Background: an optimization exercise with open tools, aiming at small area and a short achievable clock period. Do not read the settings as production practice.
Function was checked by simulation only, so behaviour that the tests miss may differ from the original.
Power is estimated from default activity; no workload was simulated.

Design stack_bank, start of the top module:
module stack_bank #(
   parameter int WIDTH  = 32,
   parameter int DEPTH  = 16,
   parameter int STACKS = 4,
   localparam int SEL_W = (STACKS > 1) ? $clog2(STACKS) : 1,
   localparam int CNT_W = $clog2(DEPTH + 1)
) (
   input  logic             clock,
   input  logic             reset,
   input  logic             req,
   input  logic [1:0]       op,
   input  logic [SEL_W-1:0] sel,
   input  logic [WIDTH-1:0] din,
   input  logic             flush,
   output logic [WIDTH-1:0] dout,
   output logic             dout_valid,
   output logic             overflow,
   output logic             underflow,
   output logic [CNT_W-1:0] count,
   output logic             full,
   output logic             empty
);
For scale: about 3700 cells after synthesis, roughly 82 I/O pins.
==> flow/config.mk <==
export PLATFORM = sky130hd
export DESIGN_NAME = stack_bank
export DESIGN_NICKNAME = stack_bank
export VERILOG_FILES = /design/flow/design.v
export SDC_FILE = /design/flow/constraint.sdc
export NUM_CORES = 4
export LEC_CHECK = 0
export CAP_MARGIN = 20
export CORE_MARGIN = 2
export CORE_UTILIZATION = 50
export CTS_BUF_LIST = sky130_fd_sc_hd__clkbuf_16
export CTS_CLUSTER_DIAMETER = 70
export CTS_CLUSTER_SIZE = 30
export SETUP_SLACK_MARGIN = 2.0
export SLEW_MARGIN = 20
==> flow/constraint.sdc <==
create_clock -name core_clock -period 4.5 [get_ports {clock}]
set_input_delay 0.9000 -clock core_clock [delete_from_list [all_inputs] [get_ports {clock}]]
set_output_delay 0.9000 -clock core_clock [all_outputs]
set_load 0.01 [all_outputs]
standard.sh (not shown) runs the stock make flow with config.mk's settings and CLKGATE_MAP_FILE= SYNTH_SCRIPT=/design/flow/synth_recipe.tcl, a recipe that flattens the netlist after the stock synthesis.
==> flow/flow/run.sh <==
#!/bin/bash
# Own layout flow: the standard synthesis (for the register names and
# cell types), then a hand-mapped netlist of the same logic (flow/gen.py,
# control logic mapped by flow/map.tcl), then the standard layout steps
# from floorplan to finish on that netlist.
set -euo pipefail
cd "$(dirname "$0")/.."
W=$PWD
R=$W/orfs/results/$FLOW_PLATFORM/stack_bank/base
O=$W/orfs/objects/$FLOW_PLATFORM/stack_bank/base
LIB=$FLOW_HOME/platforms/$FLOW_PLATFORM/lib/sky130_fd_sc_hd__tt_025C_1v80.lib
YOSYS=$(command -v yosys || echo "$FLOW_HOME/../tools/install/yosys/bin/yosys")

bash standard.sh synth > "$W/std_synth.log" 2>&1
cp "$R/1_2_yosys.v" "$W/std_1_2_yosys.v"
python3 flow/gen.py "$W/std_1_2_yosys.v" "$W/hand.v" > "$W/gen.log" 2>&1
# every lpflow and probe cell: a superset of the platform's don't-use list
DONT_USE=$(grep -oE 'cell *\( *"?sky130_fd_sc_hd__(lpflow_[a-z0-9_]+|probec?_p_[0-9]+)' "$LIB" | sed -E 's/.*\( *"?//' | sort -u | tr '\n' ' ')
export DONT_USE
MAP_SRC=$W/hand.v MAP_OUT=$W/mapped.v LIB=$LIB \
  ABC_SCRIPT=$FLOW_HOME/scripts/abc_speed.script ABC_CONSTR=$O/abc.constr \
  "$YOSYS" -c flow/map.tcl > "$W/map.log" 2>&1
cp "$W/mapped.v" "$R/1_2_yosys.v"
rm -f "$R/1_synth.odb" "$R/1_synth.sdc"
bash standard.sh finish "BUFFER_PORTS_ARGS=-buffer_cell sky130_fd_sc_hd__buf_4" > "$W/std_finish.log" 2>&1
Other scripts of this flow, unchanged in this note and not shown: flow/flow/gen.py, flow/flow/map.tcl
Change:
Settings changed: CTS_CLUSTER_DIAMETER 70 to 80, CTS_CLUSTER_SIZE 30 to 25, TNS_END_PERCENT set to 5.
Effect: The new run produced a clean layout; hold slack gains 0.019 ns; routed wire length falls by 1.7%; global-route usage came out higher by 0.33 points; die area does not change; utilization fell by 1.9 points; area after synthesis is unchanged.
Change:
Settings changed: CORE_UTILIZATION 50 to 60.
Clock-buffer cell count fell by 4.
Power went down by 2.2%.
Worst setup slack loses 0.15 ns.
Wire length fell by 1.7%.
Critical path depth goes down by 2.
Change:
Settings changed: CORE_UTILIZATION 60 to 50, TNS_END_PERCENT 5 to unset.
Outcome:
- wire length rose by about 3.6%
- utilization decreases by 8.9 points
- clock skew goes up by 0.0056 ns
- worst setup slack is better by 0.20 ns
- hold slack degrades by 0.018 ns
- total power grows by 3.5%
- via count rose by 2.3%
- flip-flop and latch count stays the same
Change:
Settings changed: CORE_UTILIZATION 50 to 55, TNS_END_PERCENT set to 30.
What happened:
- The new run went through all stages and came out clean
- non-clock buffer count shrinks by 3
- clock skew falls by 0.0070 ns
- worst hold slack is better by 0.037 ns
- global-route usage rose by 3.7 points
- routed wire length is higher slightly
- fmax is lower by a few percent
- worst setup slack got worse by 0.11 ns
- die area falls by roughly a tenth
- count of clock-buffer cells in the layout fell by 4
- sequential power barely changes
- total power drops slightly

== the baseline ==
Another version of the RTL of stack_bank (not shown whole).
Size in the first run: ~4700 cells after synthesis, roughly 82 I/O pins, ~81000 µm² of cells after synthesis.
clock: 4.5 ns
lec_check: 0
cap_margin: 20
core_margin: 2
core_utilization: 40
setup_slack_margin: 1.8
slew_margin: 20
run.sh (not shown) runs the stock make flow with config.mk's settings and CLKGATE_MAP_FILE= SYNTH_SCRIPT=/design/flow/synth_recipe.tcl, a recipe that flattens the netlist after the stock synthesis.
Stock flow here: none of the scripts above is used.
Modified inputs, the candidate compared to the baseline
- a change of CORE_UTILIZATION from 40 to 50
- an added CTS_CLUSTER_SIZE of 30
- an added CTS_BUF_LIST of sky130_fd_sc_hd__clkbuf_8 sky130_fd_sc_hd__clkbuf_16
### Flow results
- Number of standard cells after synthesis: the baseline vs the candidate identical
- Worst setup slack: the candidate and the baseline compared, lower one is the baseline
- Area: the candidate vs the baseline -> the candidate smaller
- Sort the candidate and the baseline by switching power as a share of total power desc -> top: the candidate
- When the candidate is measured against the baseline, its worst setup slack before clock tree synthesis turns out 0.19 ns higher.
- As of the candidate, global-route wire length before repair had fallen slightly compared to the baseline.
- Diff the baseline..the candidate | static leakage power | negligible
- Looking at worst IR drop on VDD, the candidate sits above the baseline.
- Between the baseline and the candidate, number of cells on the worst reg-to-reg path increased.
- The final reports for the candidate and the baseline show global-route usage higher in the former.

re-timing with driven ports:
In the flow no input, the clock included, has a driving cell. The finished layouts below were timed again as built, in two steps.
Step 1 assumes that a clkbuf_16 drives the clock port and a buf_2 every other input.
Step 2 adds t to the input delays and takes it off the output delays; t is the mean of the earliest and latest rising clock arrival at the registers after step 1. Input paths then give back, and output paths get back, about the clock's delay inside the block.
Slacks: ideal / step 1 / step 2; pairs: ideal / step 1.
run | shift t [ns] | slack for setup (ns) | hold WS [ns] | latest minus earliest clock arrival (ns) | worst register clock-pin slew, ns
the first run of note 1 | 0.862 | 1.681 / 1.619 / 0.964 | 0.202 / 0.138 / 0.599 | 0.041 / 0.042 | 0.11 / 0.11
the second run of note 1 | 0.839 | 1.669 / 1.638 / 1.015 | 0.221 / 0.158 / 0.602 | 0.048 / 0.047 | 0.10 / 0.10
the third run of note 1 | 0.808 | 1.522 / 1.522 / 0.952 | 0.229 / 0.173 / 0.637 | 0.032 / 0.033 | 0.11 / 0.11
the fourth run of note 1 | 0.837 | 1.722 / 1.597 / 1.073 | 0.211 / 0.150 / 0.651 | 0.046 / 0.047 | 0.10 / 0.10
the fifth run of note 1 | 0.818 | 1.609 / 1.556 / 0.984 | 0.248 / 0.197 / 0.620 | 0.034 / 0.034 | 0.10 / 0.10
the baseline | 0.930 | 1.174 / 1.090 / 0.983 | 0.436 / 0.370 / 0.621 | 0.049 / 0.049 | 0.07 / 0.07
the candidate | 0.922 | 1.286 / 1.204 / 1.048 | 0.331 / 0.274 / 0.596 | 0.034 / 0.035 | 0.07 / 0.07
After both steps every run listed still meets setup and hold. For the first run of note 1, which loses most, drivers alone change the setup slack by -0.062 ns; drivers and shift together by -0.717 ns.
